Source: an optimization exercise on an open RTL-to-GDS flow (aim: a short achievable clock period). Production flows keep margins and buffers that such runs may drop. RTL that was checked went through simulation tests only; none was proved equivalent to the original. For run 4, only the layout was checked, not whether the RTL still works. Power figures rest on the tool's default switching activity, not on a simulated workload.

## design/flow/design.v

```verilog
module imem_loader #(
  parameter int unsigned        DATA_W    = 32,
  parameter int unsigned        DEPTH     = 64,
  parameter logic [DATA_W-1:0]  HALT_WORD = DATA_W'(32'h0000007F),
  localparam int unsigned       CNT_W     = $clog2(DEPTH) + 1
) (
  input  logic              clk,
  input  logic              rst_n,
  input  logic              ld_start,
  input  logic              ld_valid,
  input  logic [DATA_W-1:0] ld_data,
  input  logic              ld_last,
  output logic              ld_ready,
  input  logic              req,
  input  logic [31:0]       pc,
  output logic              rsp_valid,
  output logic [DATA_W-1:0] inst,
  output logic              fault,
  output logic [1:0]        fault_cause,
  output logic              mem_ready,
  output logic [CNT_W-1:0]  loaded_cnt,
  output logic              ovf
);
  localparam int unsigned AW = $clog2(DEPTH);
  logic               st_load_q, st_load_d;
  logic               st_ready_q, st_ready_d;
  logic [CNT_W-1:0]   ptr_q, ptr_d;
  logic [DEPTH-1:0]   th_q, th_d;          
  logic [DEPTH-1:0]   wsel_q, wsel_d;      
  logic [DEPTH-1:0]   lm_q, lm_d;          
  logic               ovf_q, ovf_d;
  logic               ld_ready_q, ld_ready_d;
  logic               full;
  logic               take;                
  logic               wr_go;               
  logic [DATA_W-1:0]  mem [DEPTH];
  always_comb begin
    full       = th_q[DEPTH-1];
    take       = st_load_q && ld_valid && !ld_start;
    wr_go      = ld_valid && !ld_start;    
    st_load_d  = st_load_q;
    st_ready_d = st_ready_q;
    ptr_d      = ptr_q;
    th_d       = th_q;
    wsel_d     = wsel_q;
    ovf_d      = ovf_q;
    if (ld_start) begin
      st_load_d  = 1'b1;
      st_ready_d = 1'b0;
      ptr_d      = '0;
      th_d       = '0;
      wsel_d     = DEPTH'(1);
      ovf_d      = 1'b0;
    end else if (take) begin
      if (!full) begin
        ptr_d  = ptr_q + 1'b1;
        th_d   = {th_q[DEPTH-2:0], 1'b1};
        wsel_d = wsel_q << 1;
      end else begin
        ovf_d = 1'b1;
      end
      if (ld_last) begin
        st_load_d  = 1'b0;
        st_ready_d = 1'b1;
        wsel_d     = '0;
      end
    end
    ld_ready_d = st_load_d && !th_d[DEPTH-1];
    lm_d       = {DEPTH{st_ready_d}} & th_d;
  end
  always_ff @(posedge clk or negedge rst_n) begin
    if (!rst_n) begin
      st_load_q  <= 1'b0;
      st_ready_q <= 1'b0;
      ptr_q      <= '0;
      th_q       <= '0;
      wsel_q     <= '0;
      lm_q       <= '0;
      ovf_q      <= 1'b0;
      ld_ready_q <= 1'b0;
    end else begin
      st_load_q  <= st_load_d;
      st_ready_q <= st_ready_d;
      ptr_q      <= ptr_d;
      th_q       <= th_d;
      wsel_q     <= wsel_d;
      lm_q       <= lm_d;
      ovf_q      <= ovf_d;
      ld_ready_q <= ld_ready_d;
    end
  end
  for (genvar i = 0; i < DEPTH; i++) begin : g_word
    always_ff @(posedge clk) begin
      if (wr_go && wsel_q[i]) begin
        mem[i] <= ld_data;
      end
    end
  end
  logic               aligned;
  logic               in_range;
  logic               is_loaded;
  logic               good;
  logic [1:0]         cause;
  logic [DATA_W-1:0]  rd_word;
  logic [DATA_W-1:0]  inst_d;
  always_comb begin
    aligned   = (pc[1:0] == 2'b00);
    in_range  = ~|pc[31:2+AW];
    is_loaded = lm_q[pc[2+AW-1:2]];
    rd_word   = mem[pc[2+AW-1:2]];
    good      = aligned && in_range && is_loaded;
    if (!aligned)        cause = 2'b01;
    else if (!in_range)  cause = 2'b10;
    else if (!is_loaded) cause = 2'b11;
    else                 cause = 2'b00;
    inst_d    = good ? rd_word : HALT_WORD;
  end
  logic               rsp_valid_q;
  logic [DATA_W-1:0]  inst_q;
  logic               fault_q;
  logic [1:0]         cause_q;
  always_ff @(posedge clk or negedge rst_n) begin
    if (!rst_n) begin
      rsp_valid_q <= 1'b0;
      inst_q      <= '0;
      fault_q     <= 1'b0;
      cause_q     <= 2'b00;
    end else begin
      rsp_valid_q <= req;
      if (req) begin
        inst_q  <= inst_d;
        fault_q <= !good;
        cause_q <= cause;
      end
    end
  end
  assign rsp_valid   = rsp_valid_q;
  assign inst        = inst_q;
  assign fault       = fault_q;
  assign fault_cause = cause_q;
  assign mem_ready   = st_ready_q;
  assign loaded_cnt  = ptr_q;
  assign ld_ready    = ld_ready_q;
  assign ovf         = ovf_q;
endmodule
```

## design/flow/flow/run.sh

```bash
#!/bin/bash
# Standard layout (the standard.sh, all steps), with more cells marked
# don't-use: the 4-high series stacks (or4*, nor4*, a2111o*, a2111oi*,
# o2111a*, o2111ai*) and a222oi_1 (one weak size only). They are slow on the
# read path's wide OR trees, and the timing repair cannot size them out.
# The platform's own don't-use list is kept and extended.
set -euo pipefail
cfg="$FLOW_HOME/platforms/sky130hd/config.mk"
lib="$FLOW_HOME/platforms/sky130hd/lib/sky130_fd_sc_hd__tt_025C_1v80.lib"
plat_dont_use=$(awk '/^export DONT_USE_CELLS \+= /{on=1} on{print; if ($0 !~ /\\$/) exit}' "$cfg" \
  | grep -o 'sky130_fd_sc_hd__[a-z0-9_]*' | tr '\n' ' ')
extra=$(grep -o 'cell ("*sky130_fd_sc_hd__\(or4\|nor4\|a2111o\|o2111a\|a222oi\)[a-z0-9_]*' "$lib" \
  | sed 's/cell ("*//' | sort -u | tr '\n' ' ')
{ echo "platform don't-use: $plat_dont_use"; echo "extra don't-use: $extra"; } > run.log
bash standard.sh "DONT_USE_CELLS=$plat_dont_use $extra" finish > standard.log 2>&1
```

## design/flow/standard.sh

```bash
#!/bin/bash
# synth_recipe.tcl (not shown) runs the flow's synth.tcl, then flattens the netlist and writes it again
# the make line also repeats each setting of config.mk as NAME=value (left out here)
make -C /OpenROAD-flow-scripts/flow DESIGN_CONFIG=/design/flow/config.mk WORK_HOME=/design/flow/orfs CLKGATE_MAP_FILE= SYNTH_SCRIPT=/design/flow/synth_recipe.tcl "${@:-finish}"
```

## design/flow/config.mk

```make
export PLATFORM = sky130hd
export DESIGN_NAME = imem_loader
export DESIGN_NICKNAME = imem_loader
export VERILOG_FILES = /design/flow/design.v
export SDC_FILE = /design/flow/constraint.sdc
export NUM_CORES = 4
export LEC_CHECK = 0
export ABC_CLOCK_PERIOD_IN_PS = 1500
export CAP_MARGIN = 20
export CORE_MARGIN = 2
export CORE_UTILIZATION = 50
export CTS_CLUSTER_DIAMETER = 150
export CTS_CLUSTER_SIZE = 25
export SETUP_SLACK_MARGIN = 1.0
export SLEW_MARGIN = 20
```

## design/flow/constraint.sdc

```tcl
create_clock -name core_clock -period 3.0 [get_ports {clk}]
set_input_delay 0.6000 -clock core_clock [delete_from_list [all_inputs] [get_ports {clk}]]
set_output_delay 0.6000 -clock core_clock [all_outputs]
set_load 0.01 [all_outputs]
```

==> results.cfg, run 1 <==
[synthesis]
async_reset_ff_share_pct = 10.5
synth_nets = 4957
synth_top_family_by_area = compound AO/OA/AOI/OAI gates
synthCells = 4886
synthXorXnorAreaFrac_pct = 0.0625
ys.flop_type = edfxtp_1
synth_compound_area_share_pct = 10.8
ys_seq_area_share_pct = 80.2
synth_edf_count = 2048
yosysWarnings = 2
syn_area_um2 = 84100
synth.distinct_cells = 62
synth_mux_area_share_pct = 0.442
ys_ff_latch = 2287
yosys.area_share.simple_pct = 6.47
synth-adder-area-share_pct = 0.0149
synth.avg_cell_area_um2 = 17.2

[sta]
setup_viol = 0
fin_tns_setup_ns = 0
finalHoldViolCount = 0
max-slew-margin-rel_pct = 22.0
rsz0062_at_grt = yes
fmax_mhz = 443
post-route-min-period_ns = 2.26
worst_slew_pin_slew_ns = 1.17
slew_violations = 0
timing.hold.ws_ns = 0.0897
finClkSkew_ns = 0.0466
period_share_pct = 75.3

[placement]
port_buffers = 115
place_congestion = 0.945
placed_area_um2 = 95700
dp_hpwl_um = 209000

[final_layout]
synthToLayoutAreaGrowth_pct = 21.0
utilization_pct = 60.9
finalNetCount = 5735
drive_above_1_share_pct = 23.3
postLayoutCellArea_um2 = 102000

[worst_setup_path]
rr_worst_depth = 9
crit_family = buffers and inverters
slowest_delay_ns = 0.33
cp_max_fo = 7
crit_cells = 14
worstPathArrival_ns = 2.90
crit_buf_inv = 7
cpMaxStageDelayCell = o31ai_4
worst_setup_path_end_kind = register
path_cells = buf_6 > buf_12 > or2_4 > buf_12 > buf_4 > nor3_4 > buf_12 > buf_4 > a22oi_1 > buf_4 > and4_1 > nand4_1 > o31ai_4 > o22ai_4
crit_type = in2reg
required_ns = 3.64
critPathLaunchType = input pin

[floorplan]
dieArea_um2 = 172000
core_um2 = 167000
start_util_pct = 50.3
dieWidth_um = 414
dieHeight_um = 414
rows = 150
io_pins = 116

[detailed_routing]
drt_iter0_drc = 10400
drcViolationCount = 0
dr.pass1.iters = 6
num_vias = 54500
routedWlPerCell_um = 41.3
drt-total-wl_um = 328000
ant_nets = 0
viasPerCell = 6.86

[grt]
track_usage_pct = 37.8
antenna_found_initial = 10
grt_pass1_vias = 50900
grt_overflow = 0
grt_pass1_wl_um = 439000
grt_start_max_net_pins = 126

[clock_network]
clkSinkCount = 2287
clock_latency_ns = 0.80
cts_made_buffers = 101
clk_transition_reported_paths_ns = 0.10
htree_levels = 3
cts_buffer_depth = 3
root_buffer = clkbuf_16
cts_tree = done

[hold_path]
min_path_type = in2reg
hold_depth = 1

[power]
powerDensity_nw_per_um2 = 525
p_leak_nw = 33.9
ir_drop_mv = 0.469
finalPower_mw = 53.4

[run]
drv_cap = 0

[status]
outcome = finished clean
==> state kept, by name, summed over array words and instances (netlist names), 2 cells and up <==
signal / count
lm_q: 64
cause_q: 2
ptr_q: 7
inst_q: 32
th_q: 64
mem: 2048
wsel_q: 64
==> metal layers <==
layer / vias up / track usage [%] / routed length [um]
li1: 21100 / - / -
met1: 27800 / 51.3 / 116000
met2: 4620 / 56.1 / 143000
met3: 977 / 8.46 / 44300
met4: 4 / 23.0 / 24700
met5: - / 0 / 23
==> synthesized netlist by cell type, types with 64 or more instances <==
| library cell | instances | area [um2] |
|---|---|---|
| a22oi_1 | 888 | 6670 |
| o21ai_0 | 71 | 355 |
| nand2_1 | 221 | 830 |
| and2_1 | 68 | 425 |
| inv_1 | 77 | 289 |
| o21a_1 | 64 | 480 |
| dfrtp_1 | 239 | 5980 |
| nand4_1 | 215 | 1350 |
| buf_2 | 151 | 756 |
| clkbuf_1 | 93 | 349 |
| edfxtp_1 | 2048 | 61500 |
| nand2b_1 | 92 | 576 |
| nor2_1 | 220 | 826 |
==> cell families after synthesis <==
family                     Yosys count
adders and majority gates            1
buffers and inverters              360
DFF                               2287
AOI/OAI and AO/OA                 1223
and+or+nand+nor                    972
xor gates and xnor gates             6
muxes                               37
==> through the flow <==
step | worst slack (ns) | std cells
floorplan | 0.744 | 4886
CTS | 0.843 | 7915
detailed placement | -0.797 | 7584
global placement | -0.775 | 7584
finish | 0.741 | 7952
global route | 0.728 | 7945
==> report_power, final <==
part	internal (mW)	leakage, nW	switching, mW	total (mW)
clock	6.60	1.39	9.85	16.5
sequential	34.7	21.7	0.0157	34.7
combinational	0.761	10.8	1.49	2.25
==> placed cells by master (no fill, tap or decap), types with 10 or more instances in the layout <==
cell type	Yosys	layout
a21oi_1	36	35
a221oi_1	50	27
a221oi_2	0	21
a22o_1	49	48
a22oi_1	888	863
a22oi_2	0	25
and2_4	0	65
and4_1	53	47
buf_12	0	331
buf_16	0	11
buf_2	151	51
buf_4	15	457
buf_6	17	63
clkbuf_1	93	72
clkbuf_16	0	104
clkdlybuf4s50_1	0	28
dfrtp_1	239	217
dfrtp_2	0	22
edfxtp_1	2048	2048
inv_1	77	77
mux2i_1	36	26
nand2_1	221	221
nand2b_1	92	88
nand4_1	215	215
nor2_1	220	195
nor2_4	6	49
nor3_1	13	10
nor3_4	7	20
o21a_1	64	64
o21ai_0	71	71
o31ai_2	0	12
o31ai_4	0	14
==> path summary, 6_finish.rpt <==
check / startpoint / end / slack, ns
setup / recovery: pc[3] / inst_q[8] / 0.74
hold / removal: ld_data[3] / mem[13][3] / 0.09
setup reg to reg: lm_q[10] / inst_q[7] / 0.81
hold reg to reg: wsel_q[63] / wsel_q[63] / 0.49
max in group asynchronous: rst_n / inst_q[7] / 1.78
min in group asynchronous: rst_n / ptr_q[2] / 0.34
==> what timing repair did <==
action                                  4_1_cts  5_1_grt
cloned                                       16        1
pin swaps                                    96       53
endpoints found under the setup margin       80      167
endpoints found under the hold margin        67        0
resized for setup                           419       48
setup buffers                               134       29
hold buffers                                  1        0
==> area by class of cell <==
type,instances,area (um2)
flip-flops and latches,2287,67500
fillers,12100,65400
multi-input cells,2241,16400
repair buffers,956,11900
clock buffers,176,2870
well taps,2204,2760
inverters,77,289
clock inverters,4,61.3
diodes,7,17.5
==> inputs of run 2 (changes only) <==
--- a/design/flow/config.mk
+++ b/design/flow/config.mk
@@ -8,7 +8,7 @@
 export ABC_CLOCK_PERIOD_IN_PS = 1500
 export CAP_MARGIN = 20
 export CORE_MARGIN = 2
-export CORE_UTILIZATION = 50
+export CORE_UTILIZATION = 45
 export CTS_CLUSTER_DIAMETER = 150
 export CTS_CLUSTER_SIZE = 25
 export SETUP_SLACK_MARGIN = 1.0
==> results.cfg, run 2 <==
[floorplan]
rows = 158
dieArea_um2 = 190000
io_pins = 116
core_um2 = 186000
dieHeight_um = 436
dieWidth_um = 436
start_util_pct = 45.3

[final_layout]
regArea_um2 = 67500
num-fill-cells = 14100
largest-register = mem
largest_reg_flops = 2048
drive_above_1_share_pct = 26.1
multiInputGateArea_um2 = 16600
synthToLayoutAreaGrowth_pct = 23.8
finalNetCount = 5855
final_common_cell = edfxtp_1
final_cell_mix = 2048 x edfxtp_1, 823 x a22oi_1, 495 x buf_4, 377 x buf_12, 221 x nand2_1

[worst_setup_path]
critPathLaunchType = register
cp_max_fo = 8
worst_setup_path_end_kind = register
r2r-end = inst_q[17]
cpMaxStageDelayCell = dfrtp_1
path_cells = mux2i_1 > a22oi_2 > nand2_1 > o31ai_2 > buf_4 > o211a_4 > o21ai_4 > buf_12 > buf_16 > o31ai_4
crit_type = reg2reg
worstReg2RegStart = lm_q[55]
slowest_delay_ns = 0.37
rr_worst_depth = 10
reg2reg_slack_ns = 0.82
worstPathArrival_ns = 2.87
required_ns = 3.69

[detailed_routing]
num_vias = 55400
drcViolationCount = 0
drt-total-wl_um = 335000
dr.pass1.iters = 6
drt_iter0_drc = 10500
ant_nets = 0
routedWlPerCell_um = 40.0
viasPerCell = 6.63

[power]
comb_power_share_pct = 4.4
seqPwrFrac_pct = 64.8
powerDensity_nw_per_um2 = 514
ir_drop_mv = 0.490
p_leak_nw = 34.7
p_sw_mw = 11.5
finalPower_mw = 53.6
swShare_pct = 21.4
internal_power_mw = 42.1
p_clk_share_pct = 30.8

[synthesis]
synthCells = 4886
ys_seq_area_share_pct = 80.2
synth.avg_cell_area_um2 = 17.2
synthTopCellsByCount = 2048 x edfxtp_1, 888 x a22oi_1, 239 x dfrtp_1, 221 x nand2_1, 220 x nor2_1
synth_area_leaders = edfxtp_1 73%, a22oi_1 7.9%, dfrtp_1 7.1%
yosysMostFrequentCell = edfxtp_1
syn_area_um2 = 84100
synth_edf_count = 2048
synth_nets = 4957
ys_ff_latch = 2287
ys.flop_type = edfxtp_1
synth_top_cell_area_share_pct = 73.1
yosysTopAreaCell = edfxtp_1
yosysWarnings = 2
synth.distinct_cells = 62
async_reset_ff_share_pct = 10.5

[grt]
grt_pass1_wl_um = 447000
antenna_found_initial = 14
track_usage_pct = 34.5
grt_pass1_vias = 51800
grt_start_max_net_pins = 128
grt_overflow = 0

[clock_network]
clock_latency_ns = 0.82
root_buffer = clkbuf_16
cts_buffer_depth = 3
cts_tree = done
clkSinkCount = 2287
htree_levels = 3
clk_transition_reported_paths_ns = 0.10
cts_made_buffers = 101

[hold_path]
min-delay-start = ld_data[29]
worstHoldEndpoint = mem[10][29]
min_path_type = in2reg
hold_depth = 1

[sta]
rsz0062_at_grt = yes
fmax_mhz = 459
period_share_pct = 72.7
worst_slack_ns = 0.820
finClkSkew_ns = 0.0410
worst_slew_pin_slew_ns = 1.18
post-route-min-period_ns = 2.18
slew_violations = 0
setup_viol = 0
finalHoldViolCount = 0
max-slew-margin-rel_pct = 21.0

[status]
outcome = finished clean

[run]
drv_cap = 0

[placement]
port_buffers = 115
place_congestion = 0.978
post-place-ws_ns = -0.817
dp_hpwl_um = 219000
run 2: layer usage:
metal | GRT usage (%) | vias up | wire length [um]
li1 | - | 21400 | -
met3 | 8.89 | 1074 | 46100
met5 | 0 | - | 41
met4 | 20.5 | 6 | 25800
met1 | 45.8 | 28200 | 116000
met2 | 51.6 | 4765 | 147000
run 2: kinds of logic (layout without fill, tap and decap cells):
family / count (synthesis) / after routing / synth area share [%]
other: 0 / 7 / 0
adder cells (fa/ha/maj): 1 / 1 / 0.0149
AND/OR/NAND/NOR: 972 / 973 / 6.47
multiplexers: 37 / 37 / 0.442
buffers and inverters: 360 / 1343 / 2.05
XOR/XNOR: 6 / 6 / 0.0625
AO/OA/AOI/OAI: 1223 / 1223 / 10.8
flip-flops: 2287 / 2287 / 80.2
run 2: area by class of cell:
type,instances,share of cell area [%]
sequential,2287,64.8
multi-input combinational,2240,16.0
timing repair buffer,1077,13.1
tap,2480,2.98
clock buffer,182,2.75
inverter,77,0.277
clock inverter,7,0.112
antenna,7,0.0168
run 2: per-stage QoR:
stage | setup TNS [ns] | instances | utilization, % | hold WS [ns] | instance area (um2)
final | 0 | 8357 | 56.1 | 0.201 | 104000
after global routing | 0 | 8350 | 56.1 | 0.201 | 104000
after global placement | -16.10 | 7957 | 52.4 | 0.471 | 97200
after floorplan | 0 | 4886 | - | 0.304 | 84900
after CTS | 0 | 8330 | 55.8 | 0.211 | 104000
after detailed placement | -16.42 | 7958 | 52.4 | 0.494 | 97300
run 2: power groups by stage:
stage / logic [mW] / clock network (mW) / registers (mW)
floorplan: 0.697 / 0 / 35.4
detailed placement: 2.03 / 0 / 35.4
CTS: 2.26 / 16.5 / 34.7
global placement: 1.99 / 0 / 35.4
finish: 2.35 / 16.5 / 34.7
global route: 2.43 / 17.4 / 34.7
run 2: worst max path at each step:
stage	end	depth (start not counted)	start
floorplan	inst_q[7]	10	pc[7]
global placement	inst_q[0]	12	pc[2]
detailed placement	inst_q[0]	12	pc[2]
CTS	inst[31]	1	inst_q[31]
global route	inst_q[29]	10	lm_q[55]
finish	inst_q[17]	10	lm_q[55]
run 2: critical path: cells and delay by family (launching register included):
family          cells  cell delay (ns)
mux                 1             0.24
compound gates      5             0.70
buf+inv             3             0.57
flops               1             0.37
simple gates        1             0.11
run 2: timing repair:
| item | 4_1_cts | 5_1_grt |
|---|---|---|
| pin swaps | 177 | 71 |
| hold buffers | 1 | 0 |
| cloned | 10 | 0 |
| buffers inserted | 172 | 19 |
| hold endpoints to repair | 43 | 0 |
| gates resized for setup | 565 | 56 |
| setup endpoints to repair | 81 | 67 |
==> inputs of run 3 (changes only) <==
==> design/flow/flow/run.sh (replaced) <==
#!/bin/bash
# Standard layout (the standard.sh, all steps), with more cells marked
# don't-use: the 4-high series stacks (or4*, nor4*, a2111o*, a2111oi*, and4*, o41a*, a41o*,
# o2111a*, o2111ai*) and a222oi_1 (one weak size only). They are slow on the
# read path's wide OR trees, and the timing repair cannot size them out.
# The platform's own don't-use list is kept and extended.
set -euo pipefail
cfg="$FLOW_HOME/platforms/sky130hd/config.mk"
lib="$FLOW_HOME/platforms/sky130hd/lib/sky130_fd_sc_hd__tt_025C_1v80.lib"
plat_dont_use=$(awk '/^export DONT_USE_CELLS \+= /{on=1} on{print; if ($0 !~ /\\$/) exit}' "$cfg" \
  | grep -o 'sky130_fd_sc_hd__[a-z0-9_]*' | tr '\n' ' ')
extra=$(grep -o 'cell ("*sky130_fd_sc_hd__\(or4\|nor4\|a2111o\|o2111a\|a222oi\|and4\|o41a\|a41o\)[a-z0-9_]*' "$lib" \
  | sed 's/cell ("*//' | sort -u | tr '\n' ' ')
{ echo "platform don't-use: $plat_dont_use"; echo "extra don't-use: $extra"; } > run.log
bash standard.sh "DONT_USE_CELLS=$plat_dont_use $extra" finish > standard.log 2>&1
--- a/design/flow/config.mk
+++ b/design/flow/config.mk
@@ -8,8 +8,8 @@
 export ABC_CLOCK_PERIOD_IN_PS = 1500
 export CAP_MARGIN = 20
 export CORE_MARGIN = 2
-export CORE_UTILIZATION = 45
+export CORE_UTILIZATION = 35
 export CTS_CLUSTER_DIAMETER = 150
 export CTS_CLUSTER_SIZE = 25
-export SETUP_SLACK_MARGIN = 1.0
+export SETUP_SLACK_MARGIN = 1.3
 export SLEW_MARGIN = 20
==> results.cfg, run 3 <==
[floorplan]
dieWidth_um = 496
dieArea_um2 = 246000
rows = 180
start_util_pct = 35.2
io_pins = 116
dieHeight_um = 496
core_um2 = 241000

[sta]
worst_slack_ns = 0.727
finalHoldViolCount = 0
worst_slew_pin_slew_ns = 1.21
setup_viol = 0
post-route-min-period_ns = 2.27
max-slew-margin-rel_pct = 19.1
fmax_mhz = 440
rsz0062_at_grt = yes
finClkSkew_ns = 0.0725
period_share_pct = 75.8
slew_violations = 0

[detailed_routing]
ant_nets = 0
viasPerCell = 6.18
drt-total-wl_um = 338000
drt_iter0_drc = 10900
dr.pass1.iters = 6
routedWlPerCell_um = 37.0
num_vias = 56400
drcViolationCount = 0

[final_layout]
largest_reg_flops = 2048
final_cell_count_no_fill = 9134
final_common_cell = edfxtp_1
drive_above_1_share_pct = 25.5
synthToLayoutAreaGrowth_pct = 23.6
multiInputGateArea_um2 = 17400
final_cell_mix = 2048 x edfxtp_1, 575 x a22oi_1, 575 x buf_4, 307 x buf_12, 253 x nand2_1
regArea_um2 = 67500
finalNetCount = 5930
utilization_pct = 43.5
postLayoutCellArea_um2 = 105000
largest-register = mem
num-fill-cells = 21000

[synthesis]
synth_top_cell_area_share_pct = 72.6
synth_area_leaders = edfxtp_1 73%, dfrtp_1 7.1%, a22oi_1 5.4%
async_reset_ff_share_pct = 10.5
yosysTopAreaCell = edfxtp_1
synth.distinct_cells = 65
synth_nets = 5067
synthCells = 4996
synth.avg_cell_area_um2 = 17.0
synthTopCellsByCount = 2048 x edfxtp_1, 609 x a22oi_1, 254 x nand2_1, 239 x dfrtp_1, 208 x nand4_1
syn_area_um2 = 84700
synth_edf_count = 2048
yosysMostFrequentCell = edfxtp_1
ys_ff_latch = 2287
ys_seq_area_share_pct = 79.6
yosysWarnings = 2
ys.flop_type = edfxtp_1

[worst_setup_path]
reg2reg_slack_ns = 0.81
worstPathArrival_ns = 3.01
crit_type = in2reg
cp_max_fo = 16
required_ns = 3.74
worst_setup_path_end_kind = register
critPathLaunchType = input pin

[placement]
dp_hpwl_um = 217000
port_buffers = 115
place_congestion = 0.922
dp_cells = 8766
placed_area_um2 = 98300
post-place-ws_ns = -0.894

[grt]
grt_overflow = 0
antenna_found_initial = 17
grt_pass1_wl_um = 452000
grt_start_max_net_pins = 128
grt_pass1_vias = 52800
track_usage_pct = 26.8

[run]
drv_cap = 0

[clock_network]
clk_transition_reported_paths_ns = 0.10
clock_latency_ns = 0.86
cts_made_buffers = 101
root_buffer = clkbuf_16
clkSinkCount = 2287
cts_tree = done
htree_levels = 3
cts_buffer_depth = 3

[power]
powerDensity_nw_per_um2 = 514
finalPower_mw = 53.9
p_leak_nw = 35.1
ir_drop_mv = 0.413

[status]
outcome = finished clean

[hold_path]
min_path_type = in2reg
## run 3: power by group
group / internal, mW / switching, mW / total (mW)
clock: 6.54 / 10.1 / 16.6
sequential: 34.7 / 0.0166 / 34.7
combinational: 0.866 / 1.68 / 2.54
## run 3: cells by family (layout without fill, tap and decap cells)
| family | count (synthesis) | in the layout | share of synthesized area (%) |
|---|---|---|---|
| AOI/OAI and AO/OA | 1205 | 1205 | 10.9 |
| xor gates and xnor gates | 6 | 6 | 0.0620 |
| adders and majority gates | 1 | 1 | 0.0148 |
| buffers and inverters | 395 | 1341 | 2.15 |
| DFF | 2287 | 2287 | 79.6 |
| muxes | 37 | 37 | 0.439 |
| other | 0 | 6 | 0 |
| and+or+nand+nor | 1065 | 1066 | 6.78 |
## run 3: through the flow
stage	hold WS, ns	TNS (ns)
after floorplan	0.304	0
after global placement	0.464	-24.24
after detailed placement	0.489	-22.23
after CTS	0.0272	0
after global routing	0.0757	0
final	0.0876	0
## run 3: final timing paths
path / start / to / cells after the start
max in group asynchronous: rst_n / inst_q[21] / 3
worst min-delay path: ld_data[24] / mem[5][24] / 1
min in group asynchronous: rst_n / th_q[6] / 2
worst max-delay path: pc[3] / inst_q[17] / 14
worst min register to register: wsel_q[63] / wsel_q[63] / 2
worst max register to register: lm_q[55] / inst_q[6] / 10
## run 3: metal layers
metal	GRT usage [%]	wire, um
met5	0	103
met4	12.4	20200
met3	6.33	47800
met2	40.3	147000
met1	37.0	123000
## run 3: area by class of cell
cell class                      count  area share [%]
Multi-Input combinational cell   2315            16.6
Clock inverter                      9           0.180
Inverter                           88           0.315
Clock buffer                      178            2.69
Timing Repair Buffer             1066            12.0
Antenna cell                        6          0.0143
Tap cell                         3185            3.80
Sequential cell                  2287            64.4
## run 3: repair_timing
action,CTS,global route
setup endpoints to repair,1268,131
resized for setup,436,79
gates cloned,11,2
hold endpoints to repair,57,0
pin swaps,95,47
buffers inserted,124,37
hold buffers,1,0
## run 3: critical path, stage by stage
cell	delay [ns]
buf_12	0.13
buf_4	0.16
buf_4	0.14
nand4bb_4	0.14
buf_12	0.15
buf_4	0.11
buf_4	0.14
o32ai_1	0.09
buf_4	0.15
a221oi_2	0.39
and3_1	0.22
nand4b_1	0.18
nor3_1	0.30
o31ai_2	0.11
==> inputs of run 4 (changes only) <==
--- a/design/flow/design.v
+++ b/design/flow/design.v
@@ -101,41 +101,45 @@
   logic               is_loaded;
   logic               good;
   logic [1:0]         cause;
-  logic [DATA_W-1:0]  rd_word;
-  logic [DATA_W-1:0]  inst_d;
+  logic [DATA_W-1:0]  rd_lo, rd_hi;              
+  logic [DATA_W-1:0]  inst_lo_d, inst_hi_d;
   always_comb begin
     aligned   = (pc[1:0] == 2'b00);
     in_range  = ~|pc[31:2+AW];
     is_loaded = lm_q[pc[2+AW-1:2]];
-    rd_word   = mem[pc[2+AW-1:2]];
+    rd_lo     = mem[{1'b0, pc[2+AW-2:2]}];
+    rd_hi     = mem[{1'b1, pc[2+AW-2:2]}];
     good      = aligned && in_range && is_loaded;
     if (!aligned)        cause = 2'b01;
     else if (!in_range)  cause = 2'b10;
     else if (!is_loaded) cause = 2'b11;
     else                 cause = 2'b00;
-    inst_d    = good ? rd_word : HALT_WORD;
+    inst_lo_d = (good && !pc[2+AW-1]) ? rd_lo : '0;
+    inst_hi_d = !good ? HALT_WORD : (pc[2+AW-1] ? rd_hi : '0);
   end
   logic               rsp_valid_q;
-  logic [DATA_W-1:0]  inst_q;
+  logic [DATA_W-1:0]  inst_lo_q, inst_hi_q;
   logic               fault_q;
   logic [1:0]         cause_q;
   always_ff @(posedge clk or negedge rst_n) begin
     if (!rst_n) begin
       rsp_valid_q <= 1'b0;
-      inst_q      <= '0;
+      inst_lo_q   <= '0;
+      inst_hi_q   <= '0;
       fault_q     <= 1'b0;
       cause_q     <= 2'b00;
     end else begin
       rsp_valid_q <= req;
       if (req) begin
-        inst_q  <= inst_d;
+        inst_lo_q <= inst_lo_d;
+        inst_hi_q <= inst_hi_d;
         fault_q <= !good;
         cause_q <= cause;
       end
     end
   end
   assign rsp_valid   = rsp_valid_q;
-  assign inst        = inst_q;
+  assign inst        = inst_lo_q | inst_hi_q;
   assign fault       = fault_q;
   assign fault_cause = cause_q;
   assign mem_ready   = st_ready_q;
==> design/flow/flow/run.sh (replaced) <==
#!/bin/bash
# Standard layout (the standard.sh, all steps), with more cells marked
# don't-use: the 4-high series stacks (or4*, nor4*, a2111o*, a2111oi*,
# o2111a*, o2111ai*) and a222oi_1 (one weak size only). They are slow on the
# read path's wide OR trees, and the timing repair cannot size them out.
# The platform's own don't-use list is kept and extended.
set -euo pipefail
cfg="$FLOW_HOME/platforms/sky130hd/config.mk"
lib="$FLOW_HOME/platforms/sky130hd/lib/sky130_fd_sc_hd__tt_025C_1v80.lib"
plat_dont_use=$(awk '/^export DONT_USE_CELLS \+= /{on=1} on{print; if ($0 !~ /\\$/) exit}' "$cfg" \
  | grep -o 'sky130_fd_sc_hd__[a-z0-9_]*' | tr '\n' ' ')
extra=$(grep -o 'cell ("*sky130_fd_sc_hd__\(or4\|nor4\|a2111o\|o2111a\|a222oi\)[a-z0-9_]*' "$lib" \
  | sed 's/cell ("*//' | sort -u | tr '\n' ' ')
{ echo "platform don't-use: $plat_dont_use"; echo "extra don't-use: $extra"; } > run.log
bash standard.sh "DONT_USE_CELLS=$plat_dont_use $extra" finish > standard.log 2>&1
--- a/design/flow/config.mk
+++ b/design/flow/config.mk
@@ -8,8 +8,8 @@
 export ABC_CLOCK_PERIOD_IN_PS = 1500
 export CAP_MARGIN = 20
 export CORE_MARGIN = 2
-export CORE_UTILIZATION = 35
+export CORE_UTILIZATION = 45
 export CTS_CLUSTER_DIAMETER = 150
 export CTS_CLUSTER_SIZE = 25
-export SETUP_SLACK_MARGIN = 1.3
+export SETUP_SLACK_MARGIN = 1.0
 export SLEW_MARGIN = 20
==> results.cfg, run 4 <==
[grt]
grt_start_max_net_pins = 92
track_usage_pct = 31.7
grt_pass1_wl_um = 421000
grt_pass1_vias = 50900
grt_overflow = 0
antenna_found_initial = 15

[power]
ir_drop_mv = 0.568
powerDensity_nw_per_um2 = 539
p_leak_nw = 32.2
finalPower_mw = 54.2

[worst_setup_path]
crit_buf_inv = 4
cp_max_fo = 7
crit_type = reg2reg
crit_cells = 10
worstPathArrival_ns = 2.98
worstReg2RegStart = lm_q[39]
rr_worst_depth = 10
cpMaxStageDelayCell = mux4_2
path_cells = mux4_2 > nor3b_4 > a31oi_1 > buf_4 > nand4_1 > buf_4 > nand3_4 > buf_12 > buf_12 > o32ai_2
reg2reg_slack_ns = 0.66
required_ns = 3.63
crit_family = buffers and inverters
slowest_delay_ns = 0.49
endpoint = inst_hi_q[19]
startpoint = lm_q[39]
critPathLaunchType = register
r2r-end = inst_hi_q[19]
worst_setup_path_end_kind = register

[sta]
period_share_pct = 78.2
timing.hold.ws_ns = 0.166
finalHoldViolCount = 0
fin_tns_setup_ns = 0
post-route-min-period_ns = 2.34
finClkSkew_ns = 0.0535
rsz0062_at_grt = yes
slew_violations = 0
worst_slew_pin_slew_ns = 1.12
max-slew-margin-rel_pct = 25.3
fmax_mhz = 426
setup_viol = 0

[synthesis]
synth_top_cell_area_share_pct = 72.0
synth.distinct_cells = 61
syn_area_um2 = 85400
yosysTopAreaCell = edfxtp_1
synth_area_leaders = edfxtp_1 72%, dfrtp_1 7.9%, a22oi_1 7.7%
yosysMostFrequentCell = edfxtp_1
ys.flop_type = edfxtp_1
ys_ff_latch = 2319
async_reset_ff_share_pct = 11.7
ys_seq_area_share_pct = 79.9
synthCells = 5001
synth_edf_count = 2048
yosysWarnings = 2
synth.avg_cell_area_um2 = 17.1
synth_nets = 5072
synthTopCellsByCount = 2048 x edfxtp_1, 879 x a22oi_1, 286 x nand2_1, 271 x dfrtp_1, 196 x and4_1

[detailed_routing]
highest_layer = met5
ant_nets = 0
wl_met1_um = 114000
drt-total-wl_um = 310000
num_vias = 53900
dr.pass1.iters = 6
route.met3.wl_um = 37900
viasPerCell = 6.65
routedWlPerCell_um = 38.2
routed-wl-met2_um = 144000
drt_iter0_drc = 9139
drcViolationCount = 0

[placement]
dp_hpwl_um = 189000
place_congestion = 0.887
port_buffers = 115

[clock_network]
clock_latency_ns = 0.81
root_buffer = clkbuf_16
clkSinkCount = 2319
cts_buffer_depth = 3
cts_tree = done
clk_transition_reported_paths_ns = 0.11
cts_made_buffers = 102
htree_levels = 3

[final_layout]
final_cell_mix = 2048 x edfxtp_1, 873 x a22oi_1, 329 x buf_4, 277 x buf_12, 265 x dfrtp_1
synthToLayoutAreaGrowth_pct = 17.7
final_common_cell = edfxtp_1
largest-register = mem
largest_reg_flops = 2048
drive_above_1_share_pct = 19.8
utilization_pct = 53.4
finalNetCount = 5586

[run]
drv_cap = 0

[hold_path]
min_path_type = in2reg

[floorplan]
core_um2 = 188000
dieArea_um2 = 193000
dieHeight_um = 440
rows = 159
io_pins = 116
dieWidth_um = 440
start_util_pct = 45.4

[status]
outcome = finished clean
## run 4: cell types whose count changed after synthesis, moves of 37 or more
cell | before | now
nor2_1 | 194 | 105
a22oi_1 | 609 | 879
nand3_1 | 45 | 143
a21oi_1 | 32 | 129
nand2b_1 | 79 | 3
nand4_1 | 208 | 88
o21a_1 | 63 | 8
a221oi_1 | 146 | 4
and4b_1 | 0 | 56
clkbuf_1 | 122 | 159
a22o_1 | 150 | 5
nor3_1 | 53 | 6
and4_1 | 0 | 196
## run 4: repair_timing
action | CTS | global route
endpoints found under the setup margin | 117 | 245
pin swaps | 75 | 22
endpoints found under the hold margin | 38 | 0
resized for setup | 391 | 27
hold buffers | 1 | 0
buffers inserted | 58 | 16
cloned | 7 | 1
## run 4: where the power goes
part	total, mW	internal, mW	switching, mW
clock	16.7	6.64	10.0
sequential	35.1	35.1	0.0186
combinational	2.38	0.756	1.62
total	54.2	42.5	11.7
## run 4: per-stage QoR
stage / std cells / cell area [um2] / setup WS [ns]
5_1_grt: 8103 / 101000 / 0.552
4_1_cts: 8072 / 100000 / 0.614
2_1_floorplan: 5001 / 86200 / 0.711
3_5_place_dp: 7822 / 96000 / -0.416
6_report: 8105 / 101000 / 0.655
3_3_place_gp: 7821 / 95900 / -0.363
## run 4: cells by family after synthesis
kind of cell | after synthesis | synth area share, %
muxes | 33 | 0.543
buffers and inverters | 387 | 2.02
AOI/OAI and AO/OA | 1179 | 9.89
and+or+nand+nor | 1078 | 7.57
DFF | 2319 | 79.9
adders and majority gates | 1 | 0.0146
xor gates and xnor gates | 4 | 0.0410
## run 4: worst min path at each step
stage,start,to,cells past startpoint
after detailed placement,th_q[0],th_q[1],2
after global routing,ld_data[11],mem[29][11],1
final,ld_data[11],mem[5][11],1
after floorplan,rst_n,cause_q[0],0
after global placement,th_q[29],th_q[30],2
after CTS,ld_data[11],mem[29][11],1
## run 4: layer usage
metal | global-route usage [%] | up-vias
met5 | 0 | -
met4 | 12.0 | 4
met3 | 5.68 | 659
met2 | 50.1 | 4036
met1 | 43.9 | 28100
li1 | - | 21100
## run 4: layout make-up
type,count,area [um2]
fill,15000,87600
sequential,2319,68300
multi-input combinational,2296,16600
timing repair buffer,732,9260
tap,2495,3120
clock buffer,178,2880
inverter,64,285
clock inverter,6,100
antenna,15,37.5

[afterwards: timing with drivers on the ports]
In the flow no input, the clock included, has a driving cell. The finished layouts below were timed again as built, in two steps.
Step 1 sets driving cells, clkbuf_16 on the clock port and buf_2 on the other inputs (assumed; they add their load-dependent delay and slew).
Step 2 adds t to the input delays and takes it off the output delays; t is the mean of the earliest and latest rising clock arrival at the registers after step 1. Input paths then give back, and output paths get back, about the clock's delay inside the block.
Slacks: ideal / step 1 / step 2; pairs: ideal / step 1.
| run | shift t [ns] | setup slack, ns | hold WS [ns] | latest minus earliest clock arrival (ns) |
|---|---|---|---|---|
| run 1 | 0.866 | 0.741 / 0.768 / -0.069 | 0.090 / 0.025 / 0.491 | 0.056 / 0.056 |
| run 2 | 0.891 | 0.820 / 0.772 / -0.016 | 0.201 / 0.131 / 0.510 | 0.049 / 0.049 |
| run 3 | 0.914 | 0.727 / 0.760 / -0.154 | 0.088 / 0.045 / 0.516 | 0.082 / 0.082 |
| run 4 | 0.879 | 0.655 / 0.569 / -0.111 | 0.166 / 0.160 / 0.489 | 0.054 / 0.054 |
With both steps, setup timing fails in every run listed, where it was met with ideal ports. For run 3, which loses most, drivers alone change the setup slack by +0.033 ns; drivers and shift together by -0.881 ns.
